Context: an optimization exercise on an open-source flow, tuned for small area and a short achievable clock period. The choices shown serve that exercise and are no tape-out recipe.
RTL that was checked went through simulation tests only; none was proved equivalent to the original.

==> build 95 <==
// grad_top
module grad_top (
    input  wire logic        clk,
    input  wire logic        rst,
    input  wire logic        in_valid,
    input  wire logic        sof,
    input  wire logic [7:0]  pixel,
    output logic             out_valid,
    output logic [32:0]      grad
);
clock: 26.0 ns
lec_check: 0
cap_margin: 20
core_margin: 2
core_utilization: 40
slew_margin: 20
synth_hierarchical: 1
standard.sh (not shown) runs the stock make flow with config.mk's settings and CLKGATE_MAP_FILE= SYNTH_SCRIPT=/design/flow/synth_recipe.tcl, a recipe that flattens the netlist after the stock synthesis.
==> flow/flow/run.sh <==
#!/bin/bash
# The standard layout (the standard.sh: ORFS with the standard synthesis
# and the standard flow's config.mk and SDC), with a larger setup margin for ORFS's timing
# repair so that it keeps shortening paths past the design's generous period.
set -euo pipefail
MARGIN=$(cat flow/margin.txt)
bash standard.sh SETUP_SLACK_MARGIN=$MARGIN finish > standard.log 2>&1
==> flow/flow/margin.txt <==
15.5
==> inputs of trial 65, as changes to build 95 <==
==> flow/flow/margin.txt (replaced) <==
13
==> inputs of trial 29, as changes to build 95 <==
==> flow/flow/margin.txt (replaced) <==
14.5
==> inputs of trial 83, as changes to build 95 <==
==> flow/flow/margin.txt (replaced) <==
15
==> notes.md <==
Non-CTS inverters=approximately 320; DP Area=approximately 34000 sq um; Fmax=79.8 MHz; hold_sp=r1_q[2]; met1 usage=between 20% and 30%; status=finished clean; PostCTS Resize Cnt=9; Reg2Reg Depth=48
That was trial 65.
==> notes.md <==
status=finished clean; PostCTS Resize Cnt=154; proportion of layout cells with a drive suffix above 1=19.5%; Critical-path top delay cell=o41a_1; DP Area=roughly 34000 sq um; met1 usage=24.1%; Reg2Reg Depth=49; Non-CTS inverters=318; Fmax=88.2 MHz; hold_sp=r1_vz
That was trial 29.
==> notes.md <==
PostCTS Resize Cnt=just over 300; DP Area=between 30000 and 40000 sq um; hold_sp=r1_q[2]; status=finished clean; met1 usage=between 20% and 30%; Fmax=88.9 MHz; mux share of post-synthesis cell area=3.00%; Reg2Reg Depth=46
That was trial 83.
==> notes.md <==
met1 usage=23.7%; DR pass1 iterations=5; Fmax=87.7 MHz; utilization after layout=47.6%; post-synthesis compound-gate area fraction=about a fifth; Non-CTS inverters=318; sequential fraction of total cell area=a little over a quarter; register area=about 11000 sq um; status=finished clean; PostCTS Resize Cnt=336; DP Area=around 34000 sq um; wl on met1=approximately 37 mm; Seq/Total Area, Yosys=31.7%
That was build 95.
No run of this note included a check of the RTL's function; only the layout flow was run.

========
==> trial 77 <==
Another version of the RTL of grad_top (not shown whole).
==> flow/design.v (excerpt) <==
module grad_top (
    input  wire logic        clk,
    input  wire logic        rst,
    input  wire logic        in_valid,
    input  wire logic        sof,
    input  wire logic [7:0]  pixel,
    output logic             out_valid,
    output logic [32:0]      grad
);
clock: 26.0 ns
lec_check: 0
cap_margin: 20
core_margin: 2
core_utilization: 60
slew_margin: 20
synth_hierarchical: 1
==> flow/flow/margin.txt <==
14
Scripts as last shown in full above: flow/flow/run.sh
==> trial 42 (differences from trial 77) <==
--- a/flow/config.mk
+++ b/flow/config.mk
@@ -8,5 +8,5 @@
 export CAP_MARGIN = 20
 export CORE_MARGIN = 2
-export CORE_UTILIZATION = 60
+export CORE_UTILIZATION = 40
 export SLEW_MARGIN = 20
 export SYNTH_HIERARCHICAL = 1
==> impl_metrics.yaml <==
routing:
  wl_met2_um: 38180
  wl_um: 78440
  drt_first_iter_violations: 1663
global_route:
  grt_pass1_wl_um: 123100
worst_setup_path:
  cp_common_cell: "buf_6"
timing:
  finClkSkew_ns: 0.03259
run_status:
  status: "timing/DRC/antenna clean"
floorplanning:
  die_x_um: 238.9
layout:
  drive_gt1_frac: 0.1959
That was trial 77.
==> impl_metrics.yaml <==
run_status:
  status: "timing/DRC/antenna clean"
floorplanning:
  die_area_um2: 85110
  fp.dieH_um: 291.7
  die_x_um: 291.7
routing:
  drt_first_iter_violations: 1769
  wl_um: 76730
  wl_met2_um: 36120
layout:
  drive_gt1_frac: 0.1805
  nonClockBufferCount: 203
timing:
  finalSetupViolCount: 0
  finClkSkew_ns: 0.03284
global_route:
  grt_pass1_wl_um: 124600
synth:
  avgSynthCellArea_um2: 9.438
That was trial 42.
Testbench counts of trial 77, summed over its fixed seeds: latency cycles 75,055, results 75,055.
Testbench counts of trial 42, summed over its fixed seeds: latency cycles 75,055, results 75,055.

========
==> v4 <==
Another version of the RTL of grad_top (not shown whole).
clock: 26.0 ns
lec_check: 0
cap_margin: 20
core_margin: 2
core_utilization: 40
cts_cluster_diameter: 60
cts_cluster_size: 30
slew_margin: 20
synth_hierarchical: 1
==> flow/flow/margin.txt <==
14.8
Scripts as last shown in full above: flow/flow/run.sh
==> v24: changes against v4 <==
==> flow/flow/margin.txt (replaced) <==
14.5
Settings changed: CTS_CLUSTER_DIAMETER 60 to default, CTS_CLUSTER_SIZE 30 to default.
==> v9: changes against v4 <==
==> flow/flow/margin.txt (replaced) <==
14.5
Settings changed: CORE_UTILIZATION 40 to 50.
==> notes <==
v4 finished with timing, DRC and antenna clean. v9 finished clean. v24 completed with no timing, DRC or antenna violations.
Die area is the same in v24 and v4.
The lowest global-route usage belongs to v24, the highest to v9.
In v9 the clock skew is lower than in v4, by 0.0056 ns.
Sequential cell count is the same in v24 and v4.
Testbench counts of v4, summed over its fixed seeds: latency cycles 75,055, results 75,055.
Testbench counts of v24, summed over its fixed seeds: latency cycles 75,055, results 75,055.
Testbench counts of v9, summed over its fixed seeds: latency cycles 75,055, results 75,055.

========
==> trial 75: inputs <==
grad_top again, from the RTL that the note above started with.
==> flow/config.mk <==
export PLATFORM = sky130hd
export DESIGN_NAME = grad_top
export DESIGN_NICKNAME = grad_top
export VERILOG_FILES = /design/flow/design.v
export SDC_FILE = /design/flow/constraint.sdc
export NUM_CORES = 4
export LEC_CHECK = 0
export CAP_MARGIN = 20
export CORE_MARGIN = 2
export CORE_UTILIZATION = 40
export CTS_CLUSTER_DIAMETER = 60
export CTS_CLUSTER_SIZE = 40
export SLEW_MARGIN = 20
export SYNTH_HIERARCHICAL = 1
==> flow/constraint.sdc <==
create_clock -name core_clock -period 26.0 [get_ports {clk}]
set_input_delay 5.2000 -clock core_clock [delete_from_list [all_inputs] [get_ports {clk}]]
set_output_delay 5.2000 -clock core_clock [all_outputs]
set_load 0.01 [all_outputs]
==> flow/flow/margin.txt <==
14.5
Scripts as last shown in full above: flow/flow/run.sh
==> trial 90: changes against trial 75 <==
- CTS_CLUSTER_SIZE: 40 -> 30
- PLACE_DENSITY: unset -> 0.75
==> trial 53: changes against trial 75 <==
- CTS_CLUSTER_SIZE: 40 -> 30
==> qor summary <==
| quantity | trial 75 | trial 90 | trial 53 |
|---|---|---|---|
| DP Area | 31,900 um2 | 31,900 um2 | 31,900 um2 |
| Multi-Input Combinational | 2,097 | 2,096 | 2,097 |
| Overall Global Routing Usage | 15.2% | 14.5% | 15.2% |
| Layout fillers | 7,546 | 7,284 | 7,547 |
| Share of cell area taken by multi-input logic gates | 53.5% | 53.4% | 53.5% |
| Total vias in the final route | 21,300 | 21,500 | 21,300 |
| Met2 wire length | 29,500 um | 29,300 um | 29,500 um |
| Setup Buffers After CTS | 37 | 33 | 37 |
| Fin crit period | 11.25 ns | 11.39 ns | 11.25 ns |
| Crit Path Category | in -> reg | reg -> out | in -> reg |
| Final standard cell count with taps included and fillers excluded | 4,135 | 4,137 | 4,135 |
| Run status | complete, no violations | complete, no violations | complete, no violations |
| Global Route met2 Usage | 25.1% | 24.7% | 25.1% |
| PostCTS Resize Cnt | 84 | 80 | 84 |
| Area Overhead vs Synth | 7.58% | 7.87% | 7.58% |
| Area occupied by multi-input gates | 18,400 um2 | 18,400 um2 | 18,400 um2 |
| Routability congestion estimate | 0.816 | 0.875 | 0.816 |
| DR iter-0 viols | 1,023 | 1,496 | 1,038 |
| Share of final layout cell area taken by non-clock buffers | 4.19% | 4.13% | 4.19% |
| Maximum number of pins on one net before global-route repair | 101 | 93 | 101 |
| Standard cell with the maximum stage delay on the critical path | sky130_fd_sc_hd__fa_1 | sky130_fd_sc_hd__fa_2 | sky130_fd_sc_hd__fa_1 |
| Count of clock buffers in the final design | 28 | 30 | 28 |
| Tightest hold margin | 0.346 ns | 0.352 ns | 0.346 ns |
| Worst slack at placement | 12.96 ns | 12.96 ns | 12.96 ns |
Testbench counts of trial 75, summed over its fixed seeds: latency cycles 75,055, results 75,055.
Testbench counts of trial 90, summed over its fixed seeds: latency cycles 75,055, results 75,055.
Testbench counts of trial 53, summed over its fixed seeds: latency cycles 75,055, results 75,055.

==> separate check: timing with driven ports <==
No port has a modelled driver above. Below, the same layouts with a new extraction and two added sets of constraints.
Step 1: set_driving_cell puts a clkbuf_16 on clk and a buf_2 on each other input, an assumption about the parent block.
Step 2 adds t to the input delays and takes it off the output delays; t is the mean of the earliest and latest rising clock arrival at the registers after step 1. Input paths then give back, and output paths get back, about the clock's delay inside the block.
Three values: no drivers, after step 1, after step 2; two values: the first two.
run	shift t [ns]	slack for setup (ns)	worst hold slack (ns)	worst data-port slew with drivers (ns)
build 95	0.627	14.591 / 14.535 / 14.231	0.338 / 0.338 / 0.338	0.06
trial 65	0.613	13.472 / 13.414 / 13.139	0.341 / 0.341 / 0.341	0.05
trial 29	0.627	14.658 / 14.602 / 14.181	0.346 / 0.346 / 0.346	0.06
trial 83	0.623	14.751 / 14.692 / 14.274	0.344 / 0.344 / 0.344	0.06
trial 77	0.617	13.307 / 13.247 / 13.260	0.312 / 0.312 / 0.312	0.06
trial 42	0.643	13.338 / 13.279 / 13.376	0.340 / 0.340 / 0.340	0.06
v4	0.611	14.789 / 14.732 / 14.439	0.321 / 0.321 / 0.321	0.06
v24	0.619	14.707 / 14.702 / 14.120	0.346 / 0.346 / 0.346	0.05
v9	0.634	14.761 / 14.714 / 14.161	0.346 / 0.346 / 0.346	0.05
trial 75	0.659	14.748 / 14.701 / 14.123	0.346 / 0.346 / 0.346	0.05
trial 90	0.653	14.606 / 14.546 / 14.048	0.352 / 0.352 / 0.352	0.06
trial 53	0.657	14.746 / 14.692 / 14.123	0.346 / 0.346 / 0.346	0.05
After both steps setup and hold are still met in every run listed. For trial 75, which loses most, drivers alone change the setup slack by -0.047 ns; drivers and shift together by -0.625 ns.
